What follows belongs to an exercise in optimizing a design on an open flow for small area, a short achievable clock period and few clock cycles; a production flow would make more cautious choices. RTL that was checked went through simulation tests only; none was proved equivalent to the original. No functional check of the RTL was part of runs 1 and 2. No activity file was given, so power comes from the tool's default toggle rates.

--- design.v ---
`default_nettype none
package ps2kb_pkg;
   localparam int KEY_MAP_BITS_DEF = 256;
   localparam int REPORT_SLOTS_DEF = 6;
   localparam int MAX_SLOTS        = 6;
   localparam int FIFO_DEPTH       = 2;
   localparam int RSP_DATA_W       = 64;
   localparam int RSP_ROLL_BIT     = 8 + 8 * MAX_SLOTS;
   localparam logic MODE_BYTE = 1'b0;
   localparam logic MODE_TICK = 1'b1;
   localparam logic [7:0] PRE_EXT    = 8'hE0;
   localparam logic [7:0] PRE_PAUSE  = 8'hE1;
   localparam logic [7:0] PRE_BREAK  = 8'hF0;
   localparam logic [7:0] PAUSE_HOLD = 8'h14;
   localparam logic [9:0] CODE_PAUSE    = 10'h277;
   localparam logic [9:0] CODE_APP      = 10'd303;
   localparam logic [9:0] CODE_KP_DIV   = 10'd330;
   localparam logic [9:0] CODE_KP_ENTER = 10'd346;
   localparam logic [9:0] EXT_BASE      = 10'd361;
   localparam int         NORMAL_LEN    = 132;
   localparam int         EXT_LEN       = 21;
   localparam logic [7:0] KEY_PAUSE    = 8'd72;
   localparam logic [7:0] KEY_APP      = 8'd101;
   localparam logic [7:0] KEY_KP_DIV   = 8'd84;
   localparam logic [7:0] KEY_KP_ENTER = 8'd88;
   localparam logic [9:0] TICK_MAX = 10'd1023;
   function automatic logic [7:0] normal_code(input logic [7:0] idx);
      logic [7:0] val;
      case (idx)
         8'd0: val = 8'd1;
         8'd1: val = 8'd66;
         8'd3: val = 8'd62;
         8'd4: val = 8'd60;
         8'd5: val = 8'd58;
         8'd6: val = 8'd59;
         8'd7: val = 8'd69;
         8'd9: val = 8'd67;
         8'd10: val = 8'd65;
         8'd11: val = 8'd63;
         8'd12: val = 8'd61;
         8'd13: val = 8'd43;
         8'd14: val = 8'd53;
         8'd21: val = 8'd20;
         8'd22: val = 8'd30;
         8'd26: val = 8'd29;
         8'd27: val = 8'd22;
         8'd28: val = 8'd4;
         8'd29: val = 8'd26;
         8'd30: val = 8'd31;
         8'd33: val = 8'd6;
         8'd34: val = 8'd27;
         8'd35: val = 8'd7;
         8'd36: val = 8'd8;
         8'd37: val = 8'd33;
         8'd38: val = 8'd32;
         8'd41: val = 8'd44;
         8'd42: val = 8'd25;
         8'd43: val = 8'd9;
         8'd44: val = 8'd23;
         8'd45: val = 8'd21;
         8'd46: val = 8'd34;
         8'd49: val = 8'd17;
         8'd50: val = 8'd5;
         8'd51: val = 8'd11;
         8'd52: val = 8'd10;
         8'd53: val = 8'd28;
         8'd54: val = 8'd35;
         8'd58: val = 8'd16;
         8'd59: val = 8'd13;
         8'd60: val = 8'd24;
         8'd61: val = 8'd36;
         8'd62: val = 8'd37;
         8'd65: val = 8'd54;
         8'd66: val = 8'd14;
         8'd67: val = 8'd12;
         8'd68: val = 8'd18;
         8'd69: val = 8'd39;
         8'd70: val = 8'd38;
         8'd73: val = 8'd55;
         8'd74: val = 8'd56;
         8'd75: val = 8'd15;
         8'd76: val = 8'd51;
         8'd77: val = 8'd19;
         8'd78: val = 8'd45;
         8'd82: val = 8'd52;
         8'd84: val = 8'd47;
         8'd85: val = 8'd46;
         8'd88: val = 8'd57;
         8'd90: val = 8'd40;
         8'd91: val = 8'd48;
         8'd93: val = 8'd49;
         8'd97: val = 8'd100;
         8'd102: val = 8'd42;
         8'd105: val = 8'd89;
         8'd107: val = 8'd92;
         8'd108: val = 8'd95;
         8'd112: val = 8'd98;
         8'd113: val = 8'd99;
         8'd114: val = 8'd90;
         8'd115: val = 8'd93;
         8'd116: val = 8'd94;
         8'd117: val = 8'd96;
         8'd118: val = 8'd41;
         8'd119: val = 8'd83;
         8'd120: val = 8'd68;
         8'd121: val = 8'd87;
         8'd122: val = 8'd91;
         8'd123: val = 8'd86;
         8'd124: val = 8'd85;
         8'd125: val = 8'd97;
         8'd126: val = 8'd71;
         8'd131: val = 8'd64;
         default: val = 8'd0;
      endcase
      normal_code = val;
   endfunction
   function automatic logic [7:0] ext_code(input logic [4:0] idx);
      logic [7:0] val;
      case (idx)
         5'd0: val = 8'd77;
         5'd2: val = 8'd80;
         5'd3: val = 8'd74;
         5'd7: val = 8'd73;
         5'd8: val = 8'd76;
         5'd9: val = 8'd81;
         5'd11: val = 8'd79;
         5'd12: val = 8'd82;
         5'd17: val = 8'd78;
         5'd19: val = 8'd70;
         5'd20: val = 8'd75;
         default: val = 8'd0;
      endcase
      ext_code = val;
   endfunction
   typedef struct packed {
      logic       tick;
      logic       key_make;
      logic [7:0] key;
      logic [7:0] mods;
   } cmd_type;
   function automatic logic [7:0] lookup_key(input logic [9:0] code);
      logic [7:0] key;
      logic [9:0] ext_off;
      key     = 8'd0;
      ext_off = code - EXT_BASE;
      if (code < 10'(NORMAL_LEN)) begin
         key = normal_code(code[7:0]);
      end else if (code == CODE_PAUSE) begin
         key = KEY_PAUSE;
      end else if (code == CODE_APP) begin
         key = KEY_APP;
      end else if (code == CODE_KP_DIV) begin
         key = KEY_KP_DIV;
      end else if (code == CODE_KP_ENTER) begin
         key = KEY_KP_ENTER;
      end else if (code >= EXT_BASE && code < EXT_BASE + 10'(EXT_LEN)) begin
         key = ext_code(ext_off[4:0]);
      end
      lookup_key = key;
   endfunction
   function automatic logic [7:0] modifier_mask(input logic [9:0] code);
      logic [7:0] mask;
      unique case (code)
         10'h014: mask = 8'b0000_0001;
         10'h012: mask = 8'b0000_0010;
         10'h011: mask = 8'b0000_0100;
         10'h11F: mask = 8'b0000_1000;
         10'h114: mask = 8'b0001_0000;
         10'h059: mask = 8'b0010_0000;
         10'h111: mask = 8'b0100_0000;
         10'h127: mask = 8'b1000_0000;
         default: mask = 8'b0000_0000;
      endcase
      modifier_mask = mask;
   endfunction
   function automatic logic [6:0] code_token(input logic [9:0] code);
      logic [6:0] t;
      case (code)
         10'h000: t = 7'd1;
         10'h001: t = 7'd66;
         10'h003: t = 7'd62;
         10'h004: t = 7'd60;
         10'h005: t = 7'd58;
         10'h006: t = 7'd59;
         10'h007: t = 7'd69;
         10'h009: t = 7'd67;
         10'h00a: t = 7'd65;
         10'h00b: t = 7'd63;
         10'h00c: t = 7'd61;
         10'h00d: t = 7'd43;
         10'h00e: t = 7'd53;
         10'h011: t = 7'd106;
         10'h012: t = 7'd105;
         10'h014: t = 7'd104;
         10'h015: t = 7'd20;
         10'h016: t = 7'd30;
         10'h01a: t = 7'd29;
         10'h01b: t = 7'd22;
         10'h01c: t = 7'd4;
         10'h01d: t = 7'd26;
         10'h01e: t = 7'd31;
         10'h021: t = 7'd6;
         10'h022: t = 7'd27;
         10'h023: t = 7'd7;
         10'h024: t = 7'd8;
         10'h025: t = 7'd33;
         10'h026: t = 7'd32;
         10'h029: t = 7'd44;
         10'h02a: t = 7'd25;
         10'h02b: t = 7'd9;
         10'h02c: t = 7'd23;
         10'h02d: t = 7'd21;
         10'h02e: t = 7'd34;
         10'h031: t = 7'd17;
         10'h032: t = 7'd5;
         10'h033: t = 7'd11;
         10'h034: t = 7'd10;
         10'h035: t = 7'd28;
         10'h036: t = 7'd35;
         10'h03a: t = 7'd16;
         10'h03b: t = 7'd13;
         10'h03c: t = 7'd24;
         10'h03d: t = 7'd36;
         10'h03e: t = 7'd37;
         10'h041: t = 7'd54;
         10'h042: t = 7'd14;
         10'h043: t = 7'd12;
         10'h044: t = 7'd18;
         10'h045: t = 7'd39;
         10'h046: t = 7'd38;
         10'h049: t = 7'd55;
         10'h04a: t = 7'd56;
         10'h04b: t = 7'd15;
         10'h04c: t = 7'd51;
         10'h04d: t = 7'd19;
         10'h04e: t = 7'd45;
         10'h052: t = 7'd52;
         10'h054: t = 7'd47;
         10'h055: t = 7'd46;
         10'h058: t = 7'd57;
         10'h059: t = 7'd109;
         10'h05a: t = 7'd40;
         10'h05b: t = 7'd48;
         10'h05d: t = 7'd49;
         10'h061: t = 7'd100;
         10'h066: t = 7'd42;
         10'h069: t = 7'd89;
         10'h06b: t = 7'd92;
         10'h06c: t = 7'd95;
         10'h070: t = 7'd98;
         10'h071: t = 7'd99;
         10'h072: t = 7'd90;
         10'h073: t = 7'd93;
         10'h074: t = 7'd94;
         10'h075: t = 7'd96;
         10'h076: t = 7'd41;
         10'h077: t = 7'd83;
         10'h078: t = 7'd68;
         10'h079: t = 7'd87;
         10'h07a: t = 7'd91;
         10'h07b: t = 7'd86;
         10'h07c: t = 7'd85;
         10'h07d: t = 7'd97;
         10'h07e: t = 7'd71;
         10'h083: t = 7'd64;
         10'h111: t = 7'd110;
         10'h114: t = 7'd108;
         10'h11f: t = 7'd107;
         10'h127: t = 7'd111;
         10'h12f: t = 7'd101;
         10'h14a: t = 7'd84;
         10'h15a: t = 7'd88;
         10'h169: t = 7'd77;
         10'h16b: t = 7'd80;
         10'h16c: t = 7'd74;
         10'h170: t = 7'd73;
         10'h171: t = 7'd76;
         10'h172: t = 7'd81;
         10'h174: t = 7'd79;
         10'h175: t = 7'd82;
         10'h17a: t = 7'd78;
         10'h17c: t = 7'd70;
         10'h17d: t = 7'd75;
         10'h277: t = 7'd72;
         default: t = 7'd0;
      endcase
      code_token = t;
   endfunction
endpackage
`default_nettype wire
`default_nettype none
module ps2_keyboard_to_hid_report #(
   parameter int KEY_MAP_BITS = ps2kb_pkg::KEY_MAP_BITS_DEF,
   parameter int REPORT_SLOTS = ps2kb_pkg::REPORT_SLOTS_DEF
) (
   input  wire logic                          clock,
   input  wire logic                          reset,
   input  wire logic                          req_tvalid,
   output logic                               req_tready,
   input  wire logic                          req_tuser,   
   input  wire logic [7:0]                    req_tdata,   
   output logic                               rsp_tvalid,
   input  wire logic                          rsp_tready,
   output logic [ps2kb_pkg::RSP_DATA_W-1:0]   rsp_tdata,
   input  wire logic                          csr_valid,
   output logic                               csr_ready,
   input  wire logic [9:0]                    csr_data     
);
   localparam int NS = 6;   
   localparam logic [127:0] KEYS = 128'h0000003ffffffffffffbfffffffffff2;
   localparam logic [6:0]   KEY_TOP = 7'd101;   
   assign csr_ready = 1'b1;
   logic       a_valid_ff, s_valid_ff, rdy_ff;
   logic [8:0] a_item_ff, s_item_ff;    
   logic       a_take;                  
   logic       acc;
   assign req_tready = rdy_ff;
   assign acc        = req_tvalid && rdy_ff;
   always_ff @(posedge clock) begin
      if (reset) begin
         a_valid_ff <= 1'b0;
         s_valid_ff <= 1'b0;
         rdy_ff     <= 1'b0;
      end else begin
         if (!a_valid_ff || a_take) begin
            a_valid_ff <= s_valid_ff || acc;
            s_valid_ff <= 1'b0;
            rdy_ff     <= 1'b1;
         end else if (acc) begin
            s_valid_ff <= 1'b1;
            rdy_ff     <= 1'b0;
         end else begin
            rdy_ff     <= !s_valid_ff;
         end
      end
   end
   always_ff @(posedge clock) begin
      if (!a_valid_ff || a_take) begin
         a_item_ff <= s_valid_ff ? s_item_ff : {req_tuser, req_tdata};
      end
      if (!s_valid_ff) begin
         s_item_ff <= {req_tuser, req_tdata};
      end
   end
   logic       e0_ff, e1_ff, rel_ff;
   logic       b_valid_ff, b_tick_ff, b_brk_ff;
   logic [6:0] b_key_ff;                
   logic       b_free;                  
   logic [7:0] d_byte;
   logic [6:0] d_key;
   logic       d_pre_e0, d_pre_e1, d_drop, d_pre_f0, d_done;
   assign a_take   = a_valid_ff && b_free;
   assign d_byte   = a_item_ff[7:0];
   assign d_key    = ps2kb_pkg::code_token({e1_ff, e0_ff, d_byte});
   assign d_pre_e0 = !e1_ff && d_byte == ps2kb_pkg::PRE_EXT;
   assign d_pre_e1 = !e1_ff && d_byte == ps2kb_pkg::PRE_PAUSE;
   assign d_drop   = e1_ff && d_byte == ps2kb_pkg::PAUSE_HOLD;
   assign d_pre_f0 = d_byte == ps2kb_pkg::PRE_BREAK;
   assign d_done   = !(d_pre_e0 || d_pre_e1 || d_drop || d_pre_f0);
   always_ff @(posedge clock) begin
      if (reset) begin
         e0_ff  <= 1'b0;
         e1_ff  <= 1'b0;
         rel_ff <= 1'b0;
      end else if (a_take && !a_item_ff[8]) begin
         if (d_pre_e0) begin
            e0_ff <= 1'b1;
         end else if (d_pre_e1) begin
            e1_ff <= 1'b1;
         end else if (d_drop) begin
         end else if (d_pre_f0) begin
            rel_ff <= 1'b1;
         end else begin
            e0_ff  <= 1'b0;
            e1_ff  <= 1'b0;
            rel_ff <= 1'b0;
         end
      end
   end
   logic [7:0]         mods_ff;
   logic [NS-1:0][6:0] slot_ff;
   logic               over_ff;         
   logic [6:0]         cnt_ff;          
   logic [127:0]       map_ff;
   logic [9:0]         idle_ff;
   logic [9:0]         rem_ff;          
   logic               busy_ff;         
   logic               rsp_valid_ff;
   logic               e_go;
   logic [6:0]         k;
   logic               member;
   logic [NS-1:0]      lt;
   logic               is_mod, is_key, chg, scan_end;
   logic               do_ins, do_del, do_roll, do_scan, do_rep;
   assign rsp_tvalid = rsp_valid_ff;
   always_comb begin
      rsp_tdata        = '0;
      rsp_tdata[7:0]   = mods_ff;
      for (int s = 0; s < NS; s++) begin
         rsp_tdata[8 + 8 * s +: 7] = slot_ff[s];
      end
      rsp_tdata[ps2kb_pkg::RSP_ROLL_BIT] = over_ff;
   end
   assign e_go     = b_valid_ff && !busy_ff && (!rsp_valid_ff || rsp_tready);
   assign b_free   = !b_valid_ff || (e_go && !do_scan);
   assign k        = b_key_ff;
   assign member   = map_ff[k];
   assign is_mod   = !b_tick_ff && k[6:3] == 4'b1101;
   assign is_key   = !b_tick_ff && k[6:3] != 4'b1101 && k != 7'd0;
   assign chg      = member == b_brk_ff;     
   assign scan_end = busy_ff && k == 7'd1;
   always_comb begin
      for (int s = 0; s < NS; s++) begin
         lt[s] = slot_ff[s] != 7'd0 && slot_ff[s] < k;
      end
   end
   always_comb begin
      do_ins  = 1'b0;
      do_del  = 1'b0;
      do_roll = 1'b0;
      do_scan = 1'b0;
      do_rep  = 1'b0;
      if (busy_ff) begin
         do_ins = member;
         do_rep = scan_end;
      end else if (e_go) begin
         if (b_tick_ff) begin
            do_rep = idle_ff != 10'd0 && rem_ff == 10'd1;
         end else begin
            if (is_key && chg) begin
               if (!b_brk_ff) begin
                  do_roll = !over_ff && cnt_ff == 7'd6;
                  do_ins  = !over_ff && cnt_ff != 7'd6;
               end else begin
                  do_scan = over_ff && cnt_ff == 7'd7;
                  do_del  = !over_ff;
               end
            end
            do_rep = !do_scan;
         end
      end
   end
   always_ff @(posedge clock) begin
      if (reset) begin
         b_valid_ff <= 1'b0;
      end else if (scan_end) begin
         b_valid_ff <= 1'b0;
      end else if (b_free) begin
         b_valid_ff <= a_valid_ff && (a_item_ff[8] || d_done);
      end
   end
   always_ff @(posedge clock) begin
      if (busy_ff) begin
         b_key_ff <= k - 7'd1;
      end else if (do_scan) begin
         b_key_ff <= KEY_TOP;
      end else if (b_free) begin
         b_tick_ff <= a_item_ff[8];
         b_brk_ff  <= rel_ff;
         b_key_ff  <= d_key;
      end
   end
   for (genvar i = 0; i < 128; i++) begin : g_map
      if (KEYS[i]) begin : g_bit
         always_ff @(posedge clock) begin
            if (reset) begin
               map_ff[i] <= 1'b0;
            end else if (e_go && is_key && k == 7'(i)) begin
               map_ff[i] <= !b_brk_ff;
            end
         end
      end else begin : g_none
         assign map_ff[i] = 1'b0;
      end
   end
   for (genvar s = 0; s < NS; s++) begin : g_slot
      always_ff @(posedge clock) begin
         if (reset || do_scan) begin
            slot_ff[s] <= 7'd0;
         end else if (do_roll) begin
            slot_ff[s] <= 7'd1;
         end else if (do_ins && !lt[s]) begin
            if (s == 0) begin
               slot_ff[s] <= k;
            end else begin
               slot_ff[s] <= lt[s-1] ? k : slot_ff[s-1];
            end
         end else if (do_del && !lt[s]) begin
            if (s == NS - 1) begin
               slot_ff[s] <= 7'd0;
            end else begin
               slot_ff[s] <= slot_ff[s+1];
            end
         end
      end
   end
   always_ff @(posedge clock) begin
      if (reset) begin
         mods_ff      <= 8'd0;
         over_ff      <= 1'b0;
         cnt_ff       <= 7'd0;
         idle_ff      <= 10'd0;
         rem_ff       <= 10'd0;
         busy_ff      <= 1'b0;
         rsp_valid_ff <= 1'b0;
      end else begin
         if (csr_valid) begin
            idle_ff <= csr_data;
         end
         if (do_rep) begin
            rsp_valid_ff <= 1'b1;
         end else if (rsp_tready) begin
            rsp_valid_ff <= 1'b0;
         end
         if (e_go && is_mod) begin
            mods_ff[k[2:0]] <= !b_brk_ff;
         end
         if (e_go && is_key && chg) begin
            cnt_ff <= b_brk_ff ? cnt_ff - 7'd1 : cnt_ff + 7'd1;
         end
         if (do_roll) begin
            over_ff <= 1'b1;
         end
         if (do_scan) begin
            over_ff <= 1'b0;
            busy_ff <= 1'b1;
         end
         if (scan_end) begin
            busy_ff <= 1'b0;
         end
         if (csr_valid) begin
            rem_ff <= csr_data;
         end else if (do_rep) begin
            rem_ff <= idle_ff;
         end else if (e_go && b_tick_ff) begin
            rem_ff <= rem_ff - 10'd1;
         end
      end
   end
endmodule
`default_nettype wire
--- constraint.sdc ---
create_clock -name core_clock -period 8.0 [get_ports {clock}]
set_input_delay 1.6000 -clock core_clock [delete_from_list [all_inputs] [get_ports {clock}]]
set_output_delay 1.6000 -clock core_clock [all_outputs]
set_load 0.01 [all_outputs]
--- config.mk ---
export PLATFORM = sky130hd
export DESIGN_NAME = ps2_keyboard_to_hid_report
export DESIGN_NICKNAME = ps2_keyboard_to_hid_report
export VERILOG_FILES = /design/flow/design.v
export SDC_FILE = /design/flow/constraint.sdc
export NUM_CORES = 4
export LEC_CHECK = 0
export ABC_CLOCK_PERIOD_IN_PS = 3000
export CAP_MARGIN = 20
export CORE_MARGIN = 2
export CORE_UTILIZATION = 40
export PLACE_DENSITY = 0.6
export SETUP_SLACK_MARGIN = 4.5
export SLEW_MARGIN = 20
--- run.sh ---
#!/bin/bash
# synth_recipe.tcl (not shown) runs the flow's synth.tcl, then flattens the netlist and writes it again
# the make line also repeats each setting of config.mk as NAME=value (left out here)
make -C /OpenROAD-flow-scripts/flow DESIGN_CONFIG=/design/flow/config.mk WORK_HOME=/design/flow/orfs CLKGATE_MAP_FILE= SYNTH_SCRIPT=/design/flow/synth_recipe.tcl finish
==> impl_metrics.xml, run 1 <==
<?xml version="1.0" encoding="UTF-8"?>
<metrics>
  <group name="run_status">
    <metric name="outcome" unit="">no timing/DRC/antenna violations</metric>
  </group>
  <group name="placement">
    <metric name="i_o_buffers" unit="">76</metric>
    <metric name="detailed_place_hpwl" unit="um">29300</metric>
    <metric name="place_congestion" unit="">0.977</metric>
    <metric name="dp_cells" unit="">2076</metric>
  </group>
  <group name="timing">
    <metric name="max_freq" unit="GHz">0.291</metric>
    <metric name="setup_violations" unit="">0</metric>
    <metric name="rsz0062_at_grt" unit="">yes</metric>
    <metric name="max-slew-margin-rel" unit="%">36.9</metric>
    <metric name="worst_slew_pin_slew" unit="ps">947</metric>
    <metric name="worst_clock_skew" unit="ps">33.5</metric>
    <metric name="timing_max_transition_violations_final" unit="">0</metric>
    <metric name="final-hold-violation-count" unit="">0</metric>
    <metric name="hold_slack" unit="ps">434</metric>
    <metric name="setup_tns" unit="ps">0</metric>
    <metric name="fin_crit_sh" unit="%">42.9</metric>
    <metric name="final_period_minus_worst_setup_slack" unit="ps">3430</metric>
  </group>
  <group name="cts">
    <metric name="htreeDepth" unit="">1</metric>
    <metric name="tritoncts_clock_tree" unit="">built</metric>
    <metric name="cts_num_sinks" unit="">212</metric>
    <metric name="count_of_hold_fix_buffers_inserted_at_cts" unit="">0</metric>
    <metric name="cts.path.max_buffers" unit="">3</metric>
    <metric name="numCtsBuffers" unit="">25</metric>
    <metric name="root_buffer" unit="">clkbuf_16</metric>
    <metric name="worst_setup_hold_path_clk_slew" unit="ps">60</metric>
    <metric name="clock_latency" unit="ps">550</metric>
  </group>
  <group name="worst_setup_path">
    <metric name="critical_path.startpoint_type" unit="">flip-flop</metric>
    <metric name="critical_path_peak_fanout" unit="">8</metric>
    <metric name="cp_cell_sequence" unit="">buf_12 -&gt; mux4_2 -&gt; a22o_1 -&gt; a311o_1 -&gt; nor4_4 -&gt; buf_4 -&gt; a21oi_4 -&gt; buf_12 -&gt; a311oi_4 -&gt; nor2_4 -&gt; mux2_1 -&gt; a311oi_2</metric>
    <metric name="arrival" unit="ps">3880</metric>
    <metric name="crit_type" unit="">flip-flop to flip-flop</metric>
    <metric name="cp_data_required_time" unit="ps">8450</metric>
    <metric name="critical_path.most_common_cell" unit="">buf_12</metric>
    <metric name="worst_path_largest_cell_delay" unit="ps">540</metric>
    <metric name="timing.critical_path.to_type" unit="">flip-flop</metric>
    <metric name="slowest_stage" unit="">mux4_2</metric>
  </group>
  <group name="final_layout">
    <metric name="synthToLayoutAreaGrowth" unit="%">18.9</metric>
    <metric name="inserted_diodes" unit="">0</metric>
    <metric name="fraction_of_final_layout_cells_sized_beyond_drive_strength_1" unit="%">14.4</metric>
    <metric name="fill_cells" unit="">3244</metric>
    <metric name="postLayoutCoreUtil" unit="%">47.9</metric>
    <metric name="final_net_count" unit="">1789</metric>
    <metric name="post_layout_nonfiller_instances" unit="">2183</metric>
  </group>
  <group name="synth">
    <metric name="synth-async-reset-ratio" unit="%">0</metric>
    <metric name="synth.most_common_cell" unit="">nor2_1</metric>
    <metric name="synth-edff-count" unit="">18</metric>
    <metric name="synth.top_cells.by_area" unit="">dfxtp_1 29%, nor2_1 7.9%, a211oi_1 5.0%</metric>
    <metric name="yosys_register_bits" unit="">212</metric>
    <metric name="top_area_cell_type_share_of_the_netlist_area" unit="%">28.9</metric>
    <metric name="post_synthesis_instance_area" unit="um^2">13400</metric>
    <metric name="synth_seq_area_share" unit="%">33.0</metric>
    <metric name="netlist_instances" unit="">1655</metric>
    <metric name="yosys-top-cells-count" unit="">282 x nor2_1, 194 x dfxtp_1, 141 x nand2_1</metric>
    <metric name="post-synth-top-area-cell" unit="">dfxtp_1</metric>
    <metric name="yosysUniqueCellTypes" unit="">92</metric>
    <metric name="synth_warnings" unit="">30</metric>
    <metric name="ys_dominant_reg_cell" unit="">dfxtp_1</metric>
    <metric name="postSynthAreaPerCell" unit="um^2">8.11</metric>
  </group>
  <group name="pwr">
    <metric name="power-per-cell-area" unit="nW/um^2">175</metric>
    <metric name="worst_voltage_drop_across_the_vdd_grid" unit="mV">0.186</metric>
    <metric name="leakagePower" unit="uW">0.00557</metric>
    <metric name="power_total" unit="uW">2790</metric>
  </group>
  <group name="global_route">
    <metric name="pin_count_of_the_biggest_net_entering_global_routing" unit="">85</metric>
    <metric name="grt_pass1_wl" unit="um">71000</metric>
    <metric name="grt_pass1_vias" unit="">12399</metric>
    <metric name="grt.overflow.total" unit="">0</metric>
    <metric name="groute.usage.overall" unit="%">25.0</metric>
    <metric name="antenna_found_initial" unit="">0</metric>
  </group>
  <group name="routing">
    <metric name="drt_first_pass_iters" unit="">6</metric>
    <metric name="route.vias.total" unit="">13377</metric>
    <metric name="drcViolationCount" unit="">0</metric>
    <metric name="detail_route.wirelength" unit="um">45700</metric>
    <metric name="route.antenna.remaining_nets" unit="">0</metric>
    <metric name="via_per_inst" unit="">6.13</metric>
    <metric name="wl_per_cell" unit="um">21.0</metric>
    <metric name="drt_first_iter_violations" unit="">1425</metric>
  </group>
  <group name="run">
    <metric name="max-cap-violations" unit="">0</metric>
  </group>
  <group name="floorplan">
    <metric name="top_level_ports" unit="">91</metric>
    <metric name="core-area" unit="um^2">33300</metric>
    <metric name="chipHeight" unit="um">187</metric>
    <metric name="die_area" unit="um^2">35000</metric>
    <metric name="die-width" unit="um">187</metric>
    <metric name="rows" unit="">67</metric>
    <metric name="initial_utilization" unit="%">40.3</metric>
  </group>
  <group name="min_path">
    <metric name="worstHoldPathType" unit="">flip-flop to flip-flop</metric>
  </group>
</metrics>
-- worst max-delay path, delay by kind of cell (launching register included) --
| family | cells | cell delay (ps) |
|---|---|---|
| AOI/OAI and AO/OA | 5 | 1140 |
| buffers and inverters | 3 | 500 |
| DFF | 1 | 450 |
| muxes | 2 | 890 |
| and+or+nand+nor | 2 | 330 |
-- worst paths after layout --
path | cells past startpoint | start | to | slack, ps
max | 12 | b_key_ff[0]$_DFFE_PP_ | rem_ff[3]$_SDFFE_PP0P_ | 4570
min | 0 | rel_ff$_SDFFE_PP0P_ | b_brk_ff$_DFFE_PP_ | 430
max reg2reg | 12 | b_key_ff[0]$_DFFE_PP_ | rem_ff[3]$_SDFFE_PP0P_ | 4570
min reg2reg | 0 | rel_ff$_SDFFE_PP0P_ | b_brk_ff$_DFFE_PP_ | 430
-- registers in the layout (all words and copies together), names as in the netlist, 7 cells and up --
| name | cells |
|---|---|
| map_ff | 98 |
| slot_ff | 42 |
| idle_ff | 10 |
| rem_ff | 10 |
| a_item_ff | 9 |
| s_item_ff | 9 |
| mods_ff | 8 |
| b_key_ff | 7 |
| cnt_ff | 7 |
-- cell type report --
type / count / area, um^2 / area share (%)
Sequential cell: 212 / 4420 / 27.7
Tap cell: 448 / 561 / 3.51
Clock buffer: 31 / 689 / 4.32
Inverter: 29 / 124 / 0.777
Multi-Input combinational cell: 1292 / 8440 / 52.9
Clock inverter: 14 / 183 / 1.15
Timing Repair Buffer: 157 / 1520 / 9.55
-- what timing repair did --
action	CTS	global route
cloned	5	0
resized for setup	46	29
setup buffers	38	19
pin swaps	11	9
setup endpoints to repair	96	110
-- where the power goes --
part	total, uW	switching (uW)	internal (uW)
Sequential	1110	17.8	1090
Combinational	465	293	172
Clock	1220	474	742
Total	2790	785	2000
-- layer usage --
layer  track usage, %  wire [um]
met3             3.81       3950
met5                0          0
met2             39.2      20300
met1             35.1      20000
met4             8.58       1520
-- logic make-up (layout without fill, tap and decap cells) --
logic type,count (synthesis),count (layout),share of synthesized area [%]
AND/OR/NAND/NOR,640,640,21.9
other,2,14,0.0560
adder cells (fa/ha/maj),48,48,4.53
AO/OA/AOI/OAI,488,488,25.4
multiplexers,80,83,7.63
buffers and inverters,166,231,6.26
flip-flops,212,212,33.0
XOR/XNOR,19,19,1.24
-- per-stage QoR --
stage / setup WS, ps / instance area [um^2]
2_1_floorplan: 4510 / 13500
3_3_place_gp: 3180 / 14200
3_5_place_dp: 3070 / 14200
4_1_cts: 4500 / 15700
5_1_grt: 4490 / 15900
6_report: 4570 / 15900
-- placed cells by master, fill, tap and decap left out, types with 14 or more instances in the layout --
cell             instances
dfxtp_1                194
nor2_1                 275
nand2b_1                18
a22oi_1                 15
nor3_1                  45
buf_4                   65
a21oi_1                102
ha_1                    46
o2111ai_1               15
a31oi_1                 16
a21o_1                  24
mux2i_1                 37
mux4_2                  14
nand3_1                 38
clkdlybuf4s50_1         74
a311oi_1                23
o21ai_0                 50
xnor2_1                 15
nand2_1                130
o22ai_1                 32
inv_1                   22
a211oi_1                89
conb_1                  14
edfxtp_1                18
nor4_1                  15
mux2_2                  23
o211ai_1                18
clkbuf_16               26
==> inputs of run 2 (changes only) <==
--- a/config.mk
+++ b/config.mk
@@ -6,9 +6,7 @@
 export NUM_CORES = 4
 export LEC_CHECK = 0
-export ABC_CLOCK_PERIOD_IN_PS = 3000
 export CAP_MARGIN = 20
 export CORE_MARGIN = 2
 export CORE_UTILIZATION = 40
 export PLACE_DENSITY = 0.6
-export SETUP_SLACK_MARGIN = 4.5
 export SLEW_MARGIN = 20
==> impl_metrics.xml, run 2 <==
<?xml version="1.0" encoding="UTF-8"?>
<metrics>
  <group name="run_status">
    <metric name="outcome" unit="">no timing/DRC/antenna violations</metric>
  </group>
  <group name="global_route">
    <metric name="grt_pass1_wl" unit="um">68500</metric>
    <metric name="antenna_found_initial" unit="">1</metric>
    <metric name="grt_pass1_vias" unit="">11990</metric>
    <metric name="grt.overflow.total" unit="">0</metric>
    <metric name="pin_count_of_the_biggest_net_entering_global_routing" unit="">65</metric>
    <metric name="groute.usage.overall" unit="%">24.0</metric>
  </group>
  <group name="cts">
    <metric name="htreeDepth" unit="">1</metric>
    <metric name="cts_resized" unit="">0</metric>
    <metric name="cts_num_sinks" unit="">212</metric>
    <metric name="worst_setup_hold_path_clk_slew" unit="ps">60</metric>
    <metric name="cts.path.max_buffers" unit="">3</metric>
    <metric name="tritoncts_clock_tree" unit="">built</metric>
    <metric name="post_cts_setup_buffers" unit="">0</metric>
    <metric name="count_of_hold_fix_buffers_inserted_at_cts" unit="">0</metric>
    <metric name="numCtsBuffers" unit="">25</metric>
    <metric name="root_buffer" unit="">clkbuf_16</metric>
    <metric name="clock_latency" unit="ps">550</metric>
  </group>
  <group name="routing">
    <metric name="drcViolationCount" unit="">0</metric>
    <metric name="wl_per_cell" unit="um">20.6</metric>
    <metric name="route.antenna.remaining_nets" unit="">0</metric>
    <metric name="route.vias.total" unit="">12978</metric>
    <metric name="drt_first_pass_iters" unit="">5</metric>
    <metric name="via_per_inst" unit="">6.12</metric>
    <metric name="drt_first_iter_violations" unit="">1224</metric>
    <metric name="detail_route.wirelength" unit="um">43700</metric>
  </group>
  <group name="worst_setup_path">
    <metric name="r2r_slack" unit="ps">3870</metric>
    <metric name="critical_path_peak_fanout" unit="">49</metric>
    <metric name="timing.critical_path.to_type" unit="">flip-flop</metric>
    <metric name="cp_data_required_time" unit="ps">8440</metric>
    <metric name="arrival" unit="ps">4770</metric>
    <metric name="critical_path.startpoint_type" unit="">input port</metric>
    <metric name="crit_type" unit="">input port to flip-flop</metric>
  </group>
  <group name="final_layout">
    <metric name="largest_register_ff_count" unit="">98</metric>
    <metric name="fraction_of_final_layout_cells_sized_beyond_drive_strength_1" unit="%">8.20</metric>
    <metric name="reg_top3" unit="">map_ff: 98 flops, slot_ff: 42 flops</metric>
    <metric name="post_layout_nonfiller_instances" unit="">2119</metric>
    <metric name="synthToLayoutAreaGrowth" unit="%">11.8</metric>
    <metric name="most_frequent_standard_cell_in_the_layout_excluding_fill_and_tap_cells" unit="">nor2_1</metric>
    <metric name="final_net_count" unit="">1727</metric>
    <metric name="registers.top_by_ff_count" unit="">map_ff</metric>
    <metric name="most-common-layout-cells" unit="">282 x nor2_1, 194 x dfxtp_1, 141 x nand2_1</metric>
    <metric name="fill_cells" unit="">3354</metric>
  </group>
  <group name="timing">
    <metric name="timing_max_transition_violations_final" unit="">0</metric>
    <metric name="final-hold-violation-count" unit="">0</metric>
    <metric name="setup_tns" unit="ps">0</metric>
    <metric name="max_freq" unit="GHz">0.231</metric>
    <metric name="final_period_minus_worst_setup_slack" unit="ps">4330</metric>
    <metric name="rsz0062_at_grt" unit="">no</metric>
    <metric name="worst_clock_skew" unit="ps">32.0</metric>
    <metric name="worst_slew_pin_slew" unit="ps">1040</metric>
    <metric name="max-slew-margin-rel" unit="%">30.3</metric>
    <metric name="fin_crit_sh" unit="%">54.1</metric>
    <metric name="setup_violations" unit="">0</metric>
  </group>
  <group name="synth">
    <metric name="yosys-top-cells-count" unit="">282 x nor2_1, 194 x dfxtp_1, 141 x nand2_1</metric>
    <metric name="postSynthAreaPerCell" unit="um^2">8.11</metric>
    <metric name="ys_dominant_reg_cell" unit="">dfxtp_1</metric>
    <metric name="synth_seq_area_share" unit="%">33.0</metric>
    <metric name="post-synth-top-area-cell" unit="">dfxtp_1</metric>
    <metric name="synth_warnings" unit="">30</metric>
    <metric name="synth-async-reset-ratio" unit="%">0</metric>
    <metric name="yosysUniqueCellTypes" unit="">92</metric>
    <metric name="netlist_instances" unit="">1655</metric>
    <metric name="synth.most_common_cell" unit="">nor2_1</metric>
    <metric name="synth.top_cells.by_area" unit="">dfxtp_1 29%, nor2_1 7.9%, a211oi_1 5.0%</metric>
    <metric name="top_area_cell_type_share_of_the_netlist_area" unit="%">28.9</metric>
    <metric name="yosys_register_bits" unit="">212</metric>
    <metric name="synth-edff-count" unit="">18</metric>
    <metric name="post_synthesis_instance_area" unit="um^2">13400</metric>
  </group>
  <group name="pwr">
    <metric name="p_switching" unit="uW">739</metric>
    <metric name="worst_voltage_drop_across_the_vdd_grid" unit="mV">0.162</metric>
    <metric name="internal_power" unit="uW">1870</metric>
    <metric name="p_comb_share" unit="%">14.9</metric>
    <metric name="clkPwrFrac" unit="%">42.7</metric>
    <metric name="netSwitchingFraction" unit="%">28.3</metric>
    <metric name="sequential_share_of_power" unit="%">42.4</metric>
    <metric name="power-per-cell-area" unit="nW/um^2">174</metric>
    <metric name="leakagePower" unit="uW">0.00513</metric>
  </group>
  <group name="run">
    <metric name="max-cap-violations" unit="">0</metric>
  </group>
  <group name="floorplan">
    <metric name="chipHeight" unit="um">187</metric>
    <metric name="core-area" unit="um^2">33300</metric>
    <metric name="top_level_ports" unit="">91</metric>
    <metric name="die-width" unit="um">187</metric>
    <metric name="die_area" unit="um^2">35000</metric>
    <metric name="rows" unit="">67</metric>
    <metric name="initial_utilization" unit="%">40.3</metric>
  </group>
  <group name="min_path">
    <metric name="worstHoldPathType" unit="">flip-flop to flip-flop</metric>
  </group>
  <group name="placement">
    <metric name="i_o_buffers" unit="">76</metric>
    <metric name="detailed_place_hpwl" unit="um">29300</metric>
    <metric name="dp_cells" unit="">2076</metric>
    <metric name="place_congestion" unit="">0.983</metric>
  </group>
</metrics>
## run 2: routing by layer
layer | wire length, um | up-vias | track usage [%]
li1 | - | 6123 | -
met1 | 19700 | 6150 | 33.9
met2 | 19100 | 593 | 36.8
met3 | 3200 | 112 | 3.34
met4 | 1720 | 0 | 10.0
met5 | 0 | - | 0
## run 2: cells by family (layout without fill, tap and decap cells)
| family | count (synthesis) | in the layout | synth area share (%) |
|---|---|---|---|
| xor+xnor | 19 | 19 | 1.24 |
| compound gates | 488 | 488 | 25.4 |
| fa+ha+maj | 48 | 48 | 4.53 |
| simple gates | 640 | 640 | 21.9 |
| mux | 80 | 80 | 7.63 |
| flops | 212 | 212 | 33.0 |
| buf+inv | 166 | 169 | 6.26 |
| other cells | 2 | 15 | 0.0560 |
## run 2: worst max-delay path, stage by stage
cell	delay, ps
clkdlybuf4s50_1	490
or2b_2	140
nand2_1	180
a211oi_2	360
and2_1	230
nor3b_1	400
mux2_4	560
and2_1	270
mux2_2	350
a22o_1	180
## run 2: cell type report
type,count,area (um^2),area share (%)
multi-input combinational,1289,8200,54.6
sequential,212,4420,29.5
timing repair buffer,98,923,6.15
clock buffer,33,676,4.50
tap,448,561,3.74
clock inverter,9,113,0.750
inverter,29,109,0.725
antenna,1,2.50,0.0167
## run 2: per-stage QoR
| stage | total power [uW] | area [um^2] | setup WS [ps] | hold WS, ps | utilization, % |
|---|---|---|---|---|---|
| final | 2610 | 15000 | 3670 | 444 | 45.1 |
| after global routing | 2700 | 15000 | 3480 | 475 | 45.1 |
| after CTS | 2630 | 15000 | 3700 | 439 | 45.1 |
| after detailed placement | 1510 | 14200 | 3120 | 426 | 42.7 |
| after global placement | 1510 | 14200 | 3220 | 419 | 42.7 |
| after floorplan | 1410 | 13500 | 4180 | 408 | - |
## run 2: power by group through the flow
stage	Clock [uW]	Sequential, uW	Combinational (uW)
floorplan	0	1120	288
global placement	0	1130	382
detailed placement	0	1130	381
CTS	1140	1110	383
global route	1170	1110	420
finish	1110	1110	390
## run 2: worst paths after layout
kind                              to                  start  depth (start not counted)
min reg2reg       b_brk_ff$_DFFE_PP_    rel_ff$_SDFFE_PP0P_                          0
min               b_brk_ff$_DFFE_PP_    rel_ff$_SDFFE_PP0P_                          0
max          slot_ff[8]$_SDFFE_PP0P_             rsp_tready                         10
max reg2reg  slot_ff[8]$_SDFFE_PP0P_  b_key_ff[1]$_DFFE_PP_                         10
==> inputs of run 3 (changes only) <==
--- a/design.v
+++ b/design.v
@@ -311,4 +311,7 @@
    localparam logic [6:0]   KEY_TOP = 7'd101;   
    assign csr_ready = 1'b1;
+   logic busy_ff;                       
+   logic e_go;                          
+   logic do_scan;                       
    logic       a_valid_ff, s_valid_ff, rdy_ff;
    logic [8:0] a_item_ff, s_item_ff;    
@@ -345,10 +348,11 @@
    logic       e0_ff, e1_ff, rel_ff;
    logic       b_valid_ff, b_tick_ff, b_brk_ff;
-   logic [6:0] b_key_ff;                
-   logic       b_free;                  
+   logic [6:0] b_key_ff;
+   logic       b_load;                  
+   logic       m_load;                  
    logic [7:0] d_byte;
    logic [6:0] d_key;
    logic       d_pre_e0, d_pre_e1, d_drop, d_pre_f0, d_done;
-   assign a_take   = a_valid_ff && b_free;
+   assign a_take   = a_valid_ff && b_load;
    assign d_byte   = a_item_ff[7:0];
    assign d_key    = ps2kb_pkg::code_token({e1_ff, e0_ff, d_byte});
@@ -378,19 +382,58 @@
       end
    end
+   assign b_load = !b_valid_ff || m_load;
+   always_ff @(posedge clock) begin
+      if (reset) begin
+         b_valid_ff <= 1'b0;
+      end else if (b_load) begin
+         b_valid_ff <= a_valid_ff && (a_item_ff[8] || d_done);
+      end
+   end
+   always_ff @(posedge clock) begin
+      if (b_load) begin
+         b_tick_ff <= a_item_ff[8];
+         b_brk_ff  <= rel_ff;
+         b_key_ff  <= d_key;
+      end
+   end
+   logic [127:0] map_ff;
+   logic [9:0]   rem_ff;                
+   logic         m_valid_ff, m_tick_ff, m_brk_ff, m_member_ff;
+   logic [6:0]   m_key_ff;
+   logic [6:0]   km;                    
+   logic         e_wr;                  
+   logic         m_member;
+   assign m_load   = !busy_ff && (!m_valid_ff || e_go) && !do_scan;
+   assign km       = busy_ff ? rem_ff[6:0] : b_key_ff;
+   assign m_member = (e_wr && m_key_ff == km) ? !m_brk_ff : map_ff[km];
+   always_ff @(posedge clock) begin
+      if (reset) begin
+         m_valid_ff <= 1'b0;
+      end else if (busy_ff) begin
+         m_valid_ff <= rem_ff[6:0] != 7'd0;
+      end else if (m_load) begin
+         m_valid_ff <= b_valid_ff;
+      end else if (e_go) begin
+         m_valid_ff <= 1'b0;
+      end
+   end
+   always_ff @(posedge clock) begin
+      if (busy_ff || m_load) begin
+         m_tick_ff   <= !busy_ff && b_tick_ff;
+         m_brk_ff    <= b_brk_ff;
+         m_key_ff    <= km;
+         m_member_ff <= m_member;
+      end
+   end
    logic [7:0]         mods_ff;
    logic [NS-1:0][6:0] slot_ff;
    logic               over_ff;         
    logic [6:0]         cnt_ff;          
-   logic [127:0]       map_ff;
    logic [9:0]         idle_ff;
-   logic [9:0]         rem_ff;          
-   logic               busy_ff;         
    logic               rsp_valid_ff;
-   logic               e_go;
    logic [6:0]         k;
-   logic               member;
    logic [NS-1:0]      lt;
    logic               is_mod, is_key, chg, scan_end;
-   logic               do_ins, do_del, do_roll, do_scan, do_rep;
+   logic               do_ins, do_del, do_roll, do_rep;
    assign rsp_tvalid = rsp_valid_ff;
    always_comb begin
@@ -402,15 +445,22 @@
       rsp_tdata[ps2kb_pkg::RSP_ROLL_BIT] = over_ff;
    end
-   assign e_go     = b_valid_ff && !busy_ff && (!rsp_valid_ff || rsp_tready);
-   assign b_free   = !b_valid_ff || (e_go && !do_scan);
-   assign k        = b_key_ff;
-   assign member   = map_ff[k];
-   assign is_mod   = !b_tick_ff && k[6:3] == 4'b1101;
-   assign is_key   = !b_tick_ff && k[6:3] != 4'b1101 && k != 7'd0;
-   assign chg      = member == b_brk_ff;     
-   assign scan_end = busy_ff && k == 7'd1;
+   assign e_go     = m_valid_ff && !busy_ff && (!rsp_valid_ff || rsp_tready);
+   assign k        = m_key_ff;
+   assign is_mod   = !m_tick_ff && k[6:3] == 4'b1101;
+   assign is_key   = !m_tick_ff && k[6:3] != 4'b1101 && k != 7'd0;
+   assign e_wr     = e_go && is_key;
+   assign chg      = m_member_ff == m_brk_ff;   
+   assign scan_end = busy_ff && m_valid_ff && k == 7'd1;
+   function automatic logic less(input logic [6:0] a, input logic [6:0] b);
+      logic r;
+      r = 1'b0;
+      for (int i = 0; i < 7; i++) begin
+         r = (!a[i] && b[i]) || (!(a[i] ^ b[i]) && r);
+      end
+      less = r;
+   endfunction
    always_comb begin
       for (int s = 0; s < NS; s++) begin
-         lt[s] = slot_ff[s] != 7'd0 && slot_ff[s] < k;
+         lt[s] = slot_ff[s] != 7'd0 && less(slot_ff[s], k);
       end
    end
@@ -422,12 +472,12 @@
       do_rep  = 1'b0;
       if (busy_ff) begin
-         do_ins = member;
+         do_ins = m_valid_ff && m_member_ff;
          do_rep = scan_end;
       end else if (e_go) begin
-         if (b_tick_ff) begin
+         if (m_tick_ff) begin
             do_rep = idle_ff != 10'd0 && rem_ff == 10'd1;
          end else begin
             if (is_key && chg) begin
-               if (!b_brk_ff) begin
+               if (!m_brk_ff) begin
                   do_roll = !over_ff && cnt_ff == 7'd6;
                   do_ins  = !over_ff && cnt_ff != 7'd6;
@@ -441,31 +491,17 @@
       end
    end
-   always_ff @(posedge clock) begin
-      if (reset) begin
-         b_valid_ff <= 1'b0;
-      end else if (scan_end) begin
-         b_valid_ff <= 1'b0;
-      end else if (b_free) begin
-         b_valid_ff <= a_valid_ff && (a_item_ff[8] || d_done);
-      end
-   end
-   always_ff @(posedge clock) begin
-      if (busy_ff) begin
-         b_key_ff <= k - 7'd1;
-      end else if (do_scan) begin
-         b_key_ff <= KEY_TOP;
-      end else if (b_free) begin
-         b_tick_ff <= a_item_ff[8];
-         b_brk_ff  <= rel_ff;
-         b_key_ff  <= d_key;
-      end
+   logic [7:0]  map_row;
+   logic [15:0] map_col;
+   logic        map_v;
+   assign map_v  = !m_brk_ff && !reset;
+   always_comb begin
+      for (int j = 0; j < 8; j++) map_row[j] = reset || (e_wr && k[6:4] == 3'(j));
+      for (int m = 0; m < 16; m++) map_col[m] = reset || k[3:0] == 4'(m);
    end
    for (genvar i = 0; i < 128; i++) begin : g_map
       if (KEYS[i]) begin : g_bit
          always_ff @(posedge clock) begin
-            if (reset) begin
-               map_ff[i] <= 1'b0;
-            end else if (e_go && is_key && k == 7'(i)) begin
-               map_ff[i] <= !b_brk_ff;
+            if (map_row[i / 16] && map_col[i % 16]) begin
+               map_ff[i] <= map_v;
             end
          end
@@ -514,8 +550,8 @@
          end
          if (e_go && is_mod) begin
-            mods_ff[k[2:0]] <= !b_brk_ff;
+            mods_ff[k[2:0]] <= !m_brk_ff;
          end
-         if (e_go && is_key && chg) begin
-            cnt_ff <= b_brk_ff ? cnt_ff - 7'd1 : cnt_ff + 7'd1;
+         if (e_wr && chg) begin
+            cnt_ff <= m_brk_ff ? cnt_ff - 7'd1 : cnt_ff + 7'd1;
          end
          if (do_roll) begin
@@ -531,7 +567,9 @@
          if (csr_valid) begin
             rem_ff <= csr_data;
+         end else if (do_scan) begin
+            rem_ff <= {3'b000, KEY_TOP};
          end else if (do_rep) begin
             rem_ff <= idle_ff;
-         end else if (e_go && b_tick_ff) begin
+         end else if (busy_ff || (e_go && m_tick_ff)) begin
             rem_ff <= rem_ff - 10'd1;
          end
--- a/config.mk
+++ b/config.mk
@@ -6,7 +6,9 @@
 export NUM_CORES = 4
 export LEC_CHECK = 0
+export ABC_CLOCK_PERIOD_IN_PS = 3000
 export CAP_MARGIN = 20
 export CORE_MARGIN = 2
 export CORE_UTILIZATION = 40
 export PLACE_DENSITY = 0.6
+export SETUP_SLACK_MARGIN = 4.5
 export SLEW_MARGIN = 20
==> impl_metrics.xml, run 3 <==
<?xml version="1.0" encoding="UTF-8"?>
<metrics>
  <group name="cts">
    <metric name="cts_num_sinks" unit="">223</metric>
    <metric name="numCtsBuffers" unit="">25</metric>
    <metric name="tritoncts_clock_tree" unit="">built</metric>
    <metric name="htreeDepth" unit="">1</metric>
    <metric name="cts.path.max_buffers" unit="">3</metric>
    <metric name="worst_setup_hold_path_clk_slew" unit="ps">60</metric>
    <metric name="count_of_hold_fix_buffers_inserted_at_cts" unit="">0</metric>
    <metric name="clock_latency" unit="ps">550</metric>
    <metric name="root_buffer" unit="">clkbuf_16</metric>
  </group>
  <group name="pwr">
    <metric name="p_comb_share" unit="%">17.6</metric>
    <metric name="worst_voltage_drop_across_the_vdd_grid" unit="mV">0.164</metric>
    <metric name="sequential_share_of_power" unit="%">43.7</metric>
    <metric name="p_switching" unit="uW">860</metric>
    <metric name="leakagePower" unit="uW">0.00579</metric>
    <metric name="power_total" unit="uW">3000</metric>
    <metric name="power-per-cell-area" unit="nW/um^2">189</metric>
    <metric name="internal_power" unit="uW">2140</metric>
    <metric name="clkPwrFrac" unit="%">38.8</metric>
    <metric name="netSwitchingFraction" unit="%">28.7</metric>
  </group>
  <group name="synth">
    <metric name="xor_xnor_share_of_the_synthesized_area" unit="%">1.22</metric>
    <metric name="yosys-top-cells-count" unit="">246 x nor2_1, 147 x nand2_1, 126 x edfxtp_1</metric>
    <metric name="synth.mux.area_fraction" unit="%">6.10</metric>
    <metric name="yosys_register_bits" unit="">223</metric>
    <metric name="synth.most_common_cell" unit="">nor2_1</metric>
    <metric name="synth-async-reset-ratio" unit="%">0</metric>
    <metric name="synth-edff-count" unit="">126</metric>
    <metric name="post_synth_and_or_nand_nor_area_fraction" unit="%">20.4</metric>
    <metric name="synth_warnings" unit="">30</metric>
    <metric name="yosysUniqueCellTypes" unit="">90</metric>
    <metric name="postSynthAreaPerCell" unit="um^2">8.83</metric>
    <metric name="synth_seq_area_share" unit="%">41.8</metric>
    <metric name="main_combinational_cell_family_by_area_after_synthesis" unit="">simple AND/OR/NAND/NOR gates</metric>
    <metric name="ys_dominant_reg_cell" unit="">edfxtp_1</metric>
    <metric name="post_synthesis_instance_area" unit="um^2">13700</metric>
    <metric name="top_area_cell_type_share_of_the_netlist_area" unit="%">27.6</metric>
    <metric name="synth_fa_ha_area_share" unit="%">4.63</metric>
    <metric name="netlist_instances" unit="">1550</metric>
    <metric name="post-synth-top-area-cell" unit="">edfxtp_1</metric>
    <metric name="synth.top_cells.by_area" unit="">edfxtp_1 28%, dfxtp_1 14%, nor2_1 6.7%</metric>
    <metric name="synth_compound_area_share" unit="%">19.4</metric>
  </group>
  <group name="run">
    <metric name="max-cap-violations" unit="">0</metric>
  </group>
  <group name="worst_setup_path">
    <metric name="critical_path.startpoint_type" unit="">input port</metric>
    <metric name="arrival" unit="ps">3860</metric>
    <metric name="critical_path_peak_fanout" unit="">8</metric>
    <metric name="crit_type" unit="">input port to flip-flop</metric>
    <metric name="cp_data_required_time" unit="ps">8480</metric>
    <metric name="timing.critical_path.to_type" unit="">flip-flop</metric>
  </group>
  <group name="final_layout">
    <metric name="largest_register_ff_count" unit="">98</metric>
    <metric name="post_layout_nonfiller_instances" unit="">2061</metric>
    <metric name="most-common-layout-cells" unit="">243 x nor2_1, 144 x nand2_1, 126 x edfxtp_1</metric>
    <metric name="synthToLayoutAreaGrowth" unit="%">15.5</metric>
    <metric name="final_area" unit="um^2">15800</metric>
    <metric name="fraction_of_final_layout_cells_sized_beyond_drive_strength_1" unit="%">10.7</metric>
    <metric name="most_frequent_standard_cell_in_the_layout_excluding_fill_and_tap_cells" unit="">nor2_1</metric>
    <metric name="multiInputGateArea" unit="um^2">7290</metric>
    <metric name="fill_cells" unit="">3214</metric>
    <metric name="final-seq-area" unit="um^2">5730</metric>
    <metric name="final_net_count" unit="">1668</metric>
    <metric name="registers.top_by_ff_count" unit="">map_ff</metric>
    <metric name="reg_top3" unit="">map_ff: 98 flops, slot_ff: 42 flops</metric>
    <metric name="inserted_diodes" unit="">0</metric>
  </group>
  <group name="global_route">
    <metric name="pin_count_of_the_biggest_net_entering_global_routing" unit="">99</metric>
    <metric name="antenna_found_initial" unit="">0</metric>
    <metric name="groute.usage.overall" unit="%">23.2</metric>
    <metric name="grt_pass1_vias" unit="">11575</metric>
    <metric name="grt_pass1_wl" unit="um">66000</metric>
    <metric name="grt.overflow.total" unit="">0</metric>
  </group>
  <group name="timing">
    <metric name="rsz0062_at_grt" unit="">no</metric>
    <metric name="max_freq" unit="GHz">0.295</metric>
    <metric name="fin_ws" unit="ps">4610</metric>
    <metric name="max-slew-margin-rel" unit="%">31.3</metric>
    <metric name="fin_crit_sh" unit="%">42.3</metric>
    <metric name="worst_slew_pin_slew" unit="ps">1030</metric>
    <metric name="setup_violations" unit="">0</metric>
    <metric name="timing_max_transition_violations_final" unit="">0</metric>
    <metric name="final_period_minus_worst_setup_slack" unit="ps">3390</metric>
    <metric name="final-hold-violation-count" unit="">0</metric>
    <metric name="worst_clock_skew" unit="ps">34.2</metric>
    <metric name="setup_tns" unit="ps">0</metric>
  </group>
  <group name="routing">
    <metric name="drt_first_pass_iters" unit="">5</metric>
    <metric name="wl_per_cell" unit="um">20.6</metric>
    <metric name="drt_first_iter_violations" unit="">1092</metric>
    <metric name="route.vias.total" unit="">12192</metric>
    <metric name="route.antenna.remaining_nets" unit="">0</metric>
    <metric name="detail_route.wirelength" unit="um">42500</metric>
    <metric name="via_per_inst" unit="">5.92</metric>
    <metric name="drcViolationCount" unit="">0</metric>
  </group>
  <group name="floorplan">
    <metric name="die-width" unit="um">189</metric>
    <metric name="core-area" unit="um^2">33600</metric>
    <metric name="die_area" unit="um^2">35700</metric>
    <metric name="initial_utilization" unit="%">40.7</metric>
    <metric name="chipHeight" unit="um">189</metric>
    <metric name="rows" unit="">67</metric>
    <metric name="top_level_ports" unit="">91</metric>
  </group>
  <group name="placement">
    <metric name="place_congestion" unit="">0.962</metric>
    <metric name="detailed_place_hpwl" unit="um">28300</metric>
    <metric name="post-place-ws" unit="ps">3250</metric>
    <metric name="dp_cells" unit="">2003</metric>
    <metric name="post_dp_cell_area" unit="um^2">14700</metric>
    <metric name="i_o_buffers" unit="">76</metric>
  </group>
  <group name="run_status">
    <metric name="outcome" unit="">no timing/DRC/antenna violations</metric>
  </group>
  <group name="min_path">
    <metric name="worstHoldPathType" unit="">flip-flop to flip-flop</metric>
  </group>
</metrics>
## run 3: cell count changes in the layout (fill, tap and decap cells not counted), moves of 12 or more
cell	before	now
a211oi_1	89	15
a21o_1	24	7
a21oi_1	103	119
a31oi_1	16	28
buf_4	23	39
dfxtp_1	194	96
edfxtp_1	18	126
inv_1	26	66
nor2_1	282	243
o2111ai_1	15	3
o22ai_1	32	9
## run 3: worst paths after layout
kind	from	to	slack (ps)	depth (start not counted)
worst max-delay path	rsp_tready	slot_ff[7]$_SDFFE_PP0P_	4610	10
worst min-delay path	b_brk_ff$_DFFE_PP_	m_brk_ff$_DFFE_PP_	420	0
worst max register to register	a_item_ff[1]$_DFFE_PP_	b_key_ff[1]$_DFFE_PP_	4640	9
worst min register to register	b_brk_ff$_DFFE_PP_	m_brk_ff$_DFFE_PP_	420	0
## run 3: routing by layer
| metal | track usage [%] | vias up | wire (um) |
|---|---|---|---|
| met3 | 2.69 | 107 | 2860 |
| met5 | 0 | - | 0 |
| met4 | 8.35 | 0 | 1420 |
| met1 | 31.8 | 5870 | 18500 |
| li1 | - | 5717 | - |
| met2 | 37.7 | 498 | 19800 |
## run 3: what timing repair did
item,CTS,global route
cloned,1,1
pin swaps,1,1
setup buffers,4,6
setup endpoints to repair,68,81
resized for setup,16,27
## run 3: through the flow
step / hold WS, ps / utilization [%]
floorplan: 400 / -
detailed placement: 410 / 43.7
CTS: 424 / 46.5
global route: 424 / 47.0
finish: 423 / 47.0
global placement: 408 / 43.7
## run 3: cell type report
| type | instances | share of cell area, % |
|---|---|---|
| clock buffers | 32 | 4.38 |
| clock inverters | 14 | 0.878 |
| inverters | 71 | 1.76 |
| multi-input cells | 1152 | 46.1 |
| flip-flops and latches | 223 | 36.2 |
| well taps | 448 | 3.55 |
| repair buffers | 120 | 7.06 |
| repair inverters | 1 | 0.0317 |
## run 3: kinds of logic after synthesis
family / count (synthesis)
AOI/OAI and AO/OA: 386
xor gates and xnor gates: 19
adders and majority gates: 50
buffers and inverters: 188
DFF: 223
muxes: 76
other: 2
and+or+nand+nor: 606
## run 3: power by group through the flow
stage,logic (uW),clock network [uW],registers (uW)
CTS,506,1180,1310
global placement,492,0,1330
global route,572,1220,1310
detailed placement,497,0,1330
floorplan,355,0,1320
finish,526,1160,1310
## run 3: critical path, cell delays in order
cell	delay, ps
clkdlybuf4s50_1	510
nand2b_4	170
nand3b_4	120
a21o_4	240
o41ai_4	350
buf_6	180
and2_4	200
nor2_1	50
a211o_1	270
a31oi_1	160
Testbench counts of run 3, summed over its fixed seeds: cycles 7,029.
==> inputs of run 4 (changes only) <==
--- a/config.mk
+++ b/config.mk
@@ -6,9 +6,9 @@
 export NUM_CORES = 4
 export LEC_CHECK = 0
-export ABC_CLOCK_PERIOD_IN_PS = 3000
+export ABC_CLOCK_PERIOD_IN_PS = 2500
 export CAP_MARGIN = 20
 export CORE_MARGIN = 2
 export CORE_UTILIZATION = 40
 export PLACE_DENSITY = 0.6
-export SETUP_SLACK_MARGIN = 4.5
+export SETUP_SLACK_MARGIN = 5.0
 export SLEW_MARGIN = 20
==> impl_metrics.xml, run 4 <==
<?xml version="1.0" encoding="UTF-8"?>
<metrics>
  <group name="run_status">
    <metric name="outcome" unit="">no timing/DRC/antenna violations</metric>
  </group>
  <group name="pwr">
    <metric name="worst_voltage_drop_across_the_vdd_grid" unit="mV">0.166</metric>
    <metric name="internal_power" unit="uW">2160</metric>
    <metric name="p_comb_share" unit="%">18.5</metric>
    <metric name="clkPwrFrac" unit="%">38.6</metric>
    <metric name="leakagePower" unit="uW">0.00637</metric>
    <metric name="power-per-cell-area" unit="nW/um^2">185</metric>
    <metric name="sequential_share_of_power" unit="%">42.9</metric>
    <metric name="p_switching" unit="uW">872</metric>
    <metric name="netSwitchingFraction" unit="%">28.7</metric>
  </group>
  <group name="global_route">
    <metric name="grt_pass1_wl" unit="um">68400</metric>
    <metric name="antenna_found_initial" unit="">0</metric>
    <metric name="grt.overflow.total" unit="">0</metric>
    <metric name="grt_pass1_vias" unit="">11813</metric>
    <metric name="pin_count_of_the_biggest_net_entering_global_routing" unit="">99</metric>
    <metric name="groute.usage.overall" unit="%">23.9</metric>
  </group>
  <group name="worst_setup_path">
    <metric name="critical_path.startpoint_type" unit="">flip-flop</metric>
    <metric name="timing.critical_path.to_type" unit="">flip-flop</metric>
    <metric name="worst_r2r_startpoint" unit="">a_item_ff[6]$_DFFE_PP_</metric>
    <metric name="crit_type" unit="">flip-flop to flip-flop</metric>
    <metric name="rr_endpoint" unit="">b_key_ff[2]$_DFFE_PP_</metric>
    <metric name="cp_data_required_time" unit="ps">8250</metric>
    <metric name="r2r_slack" unit="ps">5020</metric>
    <metric name="arrival" unit="ps">3230</metric>
    <metric name="critical_path_peak_fanout" unit="">11</metric>
    <metric name="r2r.worst_path.cells" unit="">8</metric>
  </group>
  <group name="synth">
    <metric name="synth.top_cells.by_area" unit="">edfxtp_1 28%, dfxtp_1 14%, nor2_1 6.7%</metric>
    <metric name="yosysUniqueCellTypes" unit="">90</metric>
    <metric name="synth_seq_area_share" unit="%">41.8</metric>
    <metric name="yosys_register_bits" unit="">223</metric>
    <metric name="yosys-top-cells-count" unit="">246 x nor2_1, 147 x nand2_1, 126 x edfxtp_1</metric>
    <metric name="ys_dominant_reg_cell" unit="">edfxtp_1</metric>
    <metric name="post-synth-top-area-cell" unit="">edfxtp_1</metric>
    <metric name="post_synthesis_instance_area" unit="um^2">13700</metric>
    <metric name="top_area_cell_type_share_of_the_netlist_area" unit="%">27.6</metric>
    <metric name="postSynthAreaPerCell" unit="um^2">8.83</metric>
    <metric name="synth-async-reset-ratio" unit="%">0</metric>
    <metric name="synth_warnings" unit="">30</metric>
    <metric name="synth.most_common_cell" unit="">nor2_1</metric>
    <metric name="netlist_instances" unit="">1550</metric>
    <metric name="synth-edff-count" unit="">126</metric>
  </group>
  <group name="placement">
    <metric name="place_congestion" unit="">0.938</metric>
    <metric name="post_dp_cell_area" unit="um^2">14900</metric>
    <metric name="i_o_buffers" unit="">76</metric>
    <metric name="post-place-ws" unit="ps">3760</metric>
    <metric name="detailed_place_hpwl" unit="um">28700</metric>
  </group>
  <group name="cts">
    <metric name="cts.path.max_buffers" unit="">3</metric>
    <metric name="root_buffer" unit="">clkbuf_16</metric>
    <metric name="clock_latency" unit="ps">550</metric>
    <metric name="tritoncts_clock_tree" unit="">built</metric>
    <metric name="cts_num_sinks" unit="">223</metric>
    <metric name="htreeDepth" unit="">1</metric>
    <metric name="count_of_hold_fix_buffers_inserted_at_cts" unit="">0</metric>
    <metric name="worst_setup_hold_path_clk_slew" unit="ps">60</metric>
    <metric name="numCtsBuffers" unit="">25</metric>
  </group>
  <group name="min_path">
    <metric name="min_to" unit="">b_brk_ff$_DFFE_PP_</metric>
    <metric name="worstHoldPathType" unit="">flip-flop to flip-flop</metric>
    <metric name="min_path_cells" unit="">0</metric>
    <metric name="hold_start" unit="">rel_ff$_SDFFE_PP0P_</metric>
  </group>
  <group name="timing">
    <metric name="timing_max_transition_violations_final" unit="">0</metric>
    <metric name="setup_violations" unit="">0</metric>
    <metric name="setup_tns" unit="ps">0</metric>
    <metric name="final-hold-violation-count" unit="">0</metric>
    <metric name="worst_clock_skew" unit="ps">27.6</metric>
    <metric name="fin_ws" unit="ps">5020</metric>
    <metric name="worst_slew_pin_slew" unit="ps">884</metric>
    <metric name="fin_crit_sh" unit="%">37.2</metric>
    <metric name="max_freq" unit="GHz">0.336</metric>
    <metric name="max-slew-margin-rel" unit="%">39.4</metric>
    <metric name="final_period_minus_worst_setup_slack" unit="ps">2980</metric>
    <metric name="rsz0062_at_grt" unit="">yes</metric>
  </group>
  <group name="floorplan">
    <metric name="core-area" unit="um^2">33600</metric>
    <metric name="die-width" unit="um">189</metric>
    <metric name="rows" unit="">67</metric>
    <metric name="chipHeight" unit="um">189</metric>
    <metric name="top_level_ports" unit="">91</metric>
    <metric name="die_area" unit="um^2">35700</metric>
    <metric name="initial_utilization" unit="%">40.7</metric>
  </group>
  <group name="routing">
    <metric name="route.vias.total" unit="">12410</metric>
    <metric name="detail_route.wirelength" unit="um">43600</metric>
    <metric name="drcViolationCount" unit="">0</metric>
    <metric name="route.antenna.remaining_nets" unit="">0</metric>
    <metric name="via_per_inst" unit="">5.90</metric>
    <metric name="wl_per_cell" unit="um">20.7</metric>
    <metric name="drt_first_pass_iters" unit="">6</metric>
    <metric name="drt_first_iter_violations" unit="">1245</metric>
  </group>
  <group name="final_layout">
    <metric name="largest_register_ff_count" unit="">98</metric>
    <metric name="final_net_count" unit="">1709</metric>
    <metric name="reg_top3" unit="">map_ff: 98 flops, slot_ff: 42 flops</metric>
    <metric name="final-seq-area" unit="um^2">5800</metric>
    <metric name="inserted_diodes" unit="">0</metric>
    <metric name="postLayoutCoreUtil" unit="%">48.9</metric>
    <metric name="multiInputGateArea" unit="um^2">7560</metric>
    <metric name="final_area" unit="um^2">16400</metric>
    <metric name="fraction_of_final_layout_cells_sized_beyond_drive_strength_1" unit="%">18.6</metric>
    <metric name="synthToLayoutAreaGrowth" unit="%">20.0</metric>
    <metric name="fill_cells" unit="">3201</metric>
    <metric name="registers.top_by_ff_count" unit="">map_ff</metric>
    <metric name="most-common-layout-cells" unit="">234 x nor2_1, 142 x nand2_1, 126 x edfxtp_1</metric>
    <metric name="most_frequent_standard_cell_in_the_layout_excluding_fill_and_tap_cells" unit="">nor2_1</metric>
  </group>
  <group name="run">
    <metric name="max-cap-violations" unit="">0</metric>
  </group>
</metrics>
[run 4: area by class of cell]
| type | count | area share [%] |
|---|---|---|
| inverters | 71 | 1.74 |
| multi-input cells | 1154 | 46.0 |
| flip-flops and latches | 223 | 35.3 |
| clock buffers | 29 | 4.02 |
| repair inverters | 1 | 0.0457 |
| clock inverters | 17 | 1.04 |
| well taps | 448 | 3.41 |
| repair buffers | 159 | 8.44 |
[run 4: routing by layer]
metal	part of all wire (%)	GRT usage (%)	vias up
li1	-	-	5812
met1	45	33.8	5996
met2	46	38.5	486
met3	6.0	2.35	116
met4	3.3	7.78	0
met5	0	0	-
[run 4: critical path, cell delays in order, from the launching register on]
cell	delay, ps
edfxtp_1	560
nor2b_2	330
and3_1	380
nand2_1	150
nor2_1	50
o21ai_0	470
o211ai_1	210
nor4b_1	370
nand4b_1	170
[run 4: worst max-delay path by stage]
stage	end	slack [ps]	from
floorplan	map_ff[100]$_DFFE_PP_	4790	reset
global placement	slot_ff[37]$_SDFFE_PP0P_	3570	rsp_tready
detailed placement	slot_ff[28]$_SDFFE_PP0P_	3760	rsp_tready
CTS	m_member_ff$_DFFE_PP_	4830	busy_ff$_SDFFE_PP0P_
global route	m_member_ff$_DFFE_PP_	4960	rem_ff[0]$_SDFFE_PP0P_
finish	b_key_ff[2]$_DFFE_PP_	5020	a_item_ff[6]$_DFFE_PP_
[run 4: power by group through the flow]
stage	clock (uW)	sequential (uW)	combinational, uW
after floorplan	0	1320	364
after global placement	0	1340	491
after detailed placement	0	1340	498
after CTS	1190	1310	528
after global routing	1240	1310	611
final	1170	1300	561
[run 4: per-stage QoR]
stage	hold WS (ps)	std cells	power, uW
5_1_grt	466	2102	3150
3_3_place_gp	417	1997	1830
3_5_place_dp	432	1997	1840
4_1_cts	446	2071	3020
6_report	446	2102	3030
2_1_floorplan	400	1562	1680
[run 4: logic make-up (layout without fill, tap and decap cells)]
group,Yosys count,in the layout,share of synthesized area (%)
flops,223,223,41.8
mux,76,76,6.10
other cells,2,14,0.0549
compound gates,386,387,19.4
fa+ha+maj,50,50,4.63
simple gates,606,608,20.4
xor+xnor,19,19,1.22
buf+inv,188,277,6.44
[run 4: timing repair]
action,in CTS,in global routing
endpoints found under the setup margin,253,62
pin swaps,6,8
gates cloned,3,1
buffers inserted,25,30
gates resized for setup,139,28

-- afterwards: timing with drivers on the ports --
How much do the figures lean on ideal ports? The routed layouts below were timed once more, with nothing changed but the port constraints. Step 1 (the two cells are an assumption about what drives the block):
set clk [get_ports {clock}]
set_driving_cell -lib_cell sky130_fd_sc_hd__clkbuf_16 $clk
set_driving_cell -lib_cell sky130_fd_sc_hd__buf_2 [delete_from_list [all_inputs] $clk]
Step 2 times the ports against the registers' clock, not the clock port: input delays grow and output delays shrink by t, the midpoint of the rising clock arrivals with the driver on. Slacks: no drivers / after step 1 / after step 2; pairs: no drivers / after step 1.
run	t, ns	setup slack, ns	worst register clock-pin slew, ns	worst slew at a driven data input, ns	pins driven straight from the clock port
run 1	0.583	4.568 / 4.568 / 4.283	0.06 / 0.06	0.03	1
run 2	0.584	3.673 / 3.698 / 3.114	0.06 / 0.06	0.03	1
run 3	0.592	4.614 / 4.586 / 4.052	0.07 / 0.07	0.05	1
run 4	0.583	5.021 / 5.021 / 4.524	0.06 / 0.06	0.04	1
After both steps setup and hold are still met in every run listed. For run 3, which loses most, drivers alone change the setup slack by -0.028 ns; drivers and shift together by -0.562 ns.
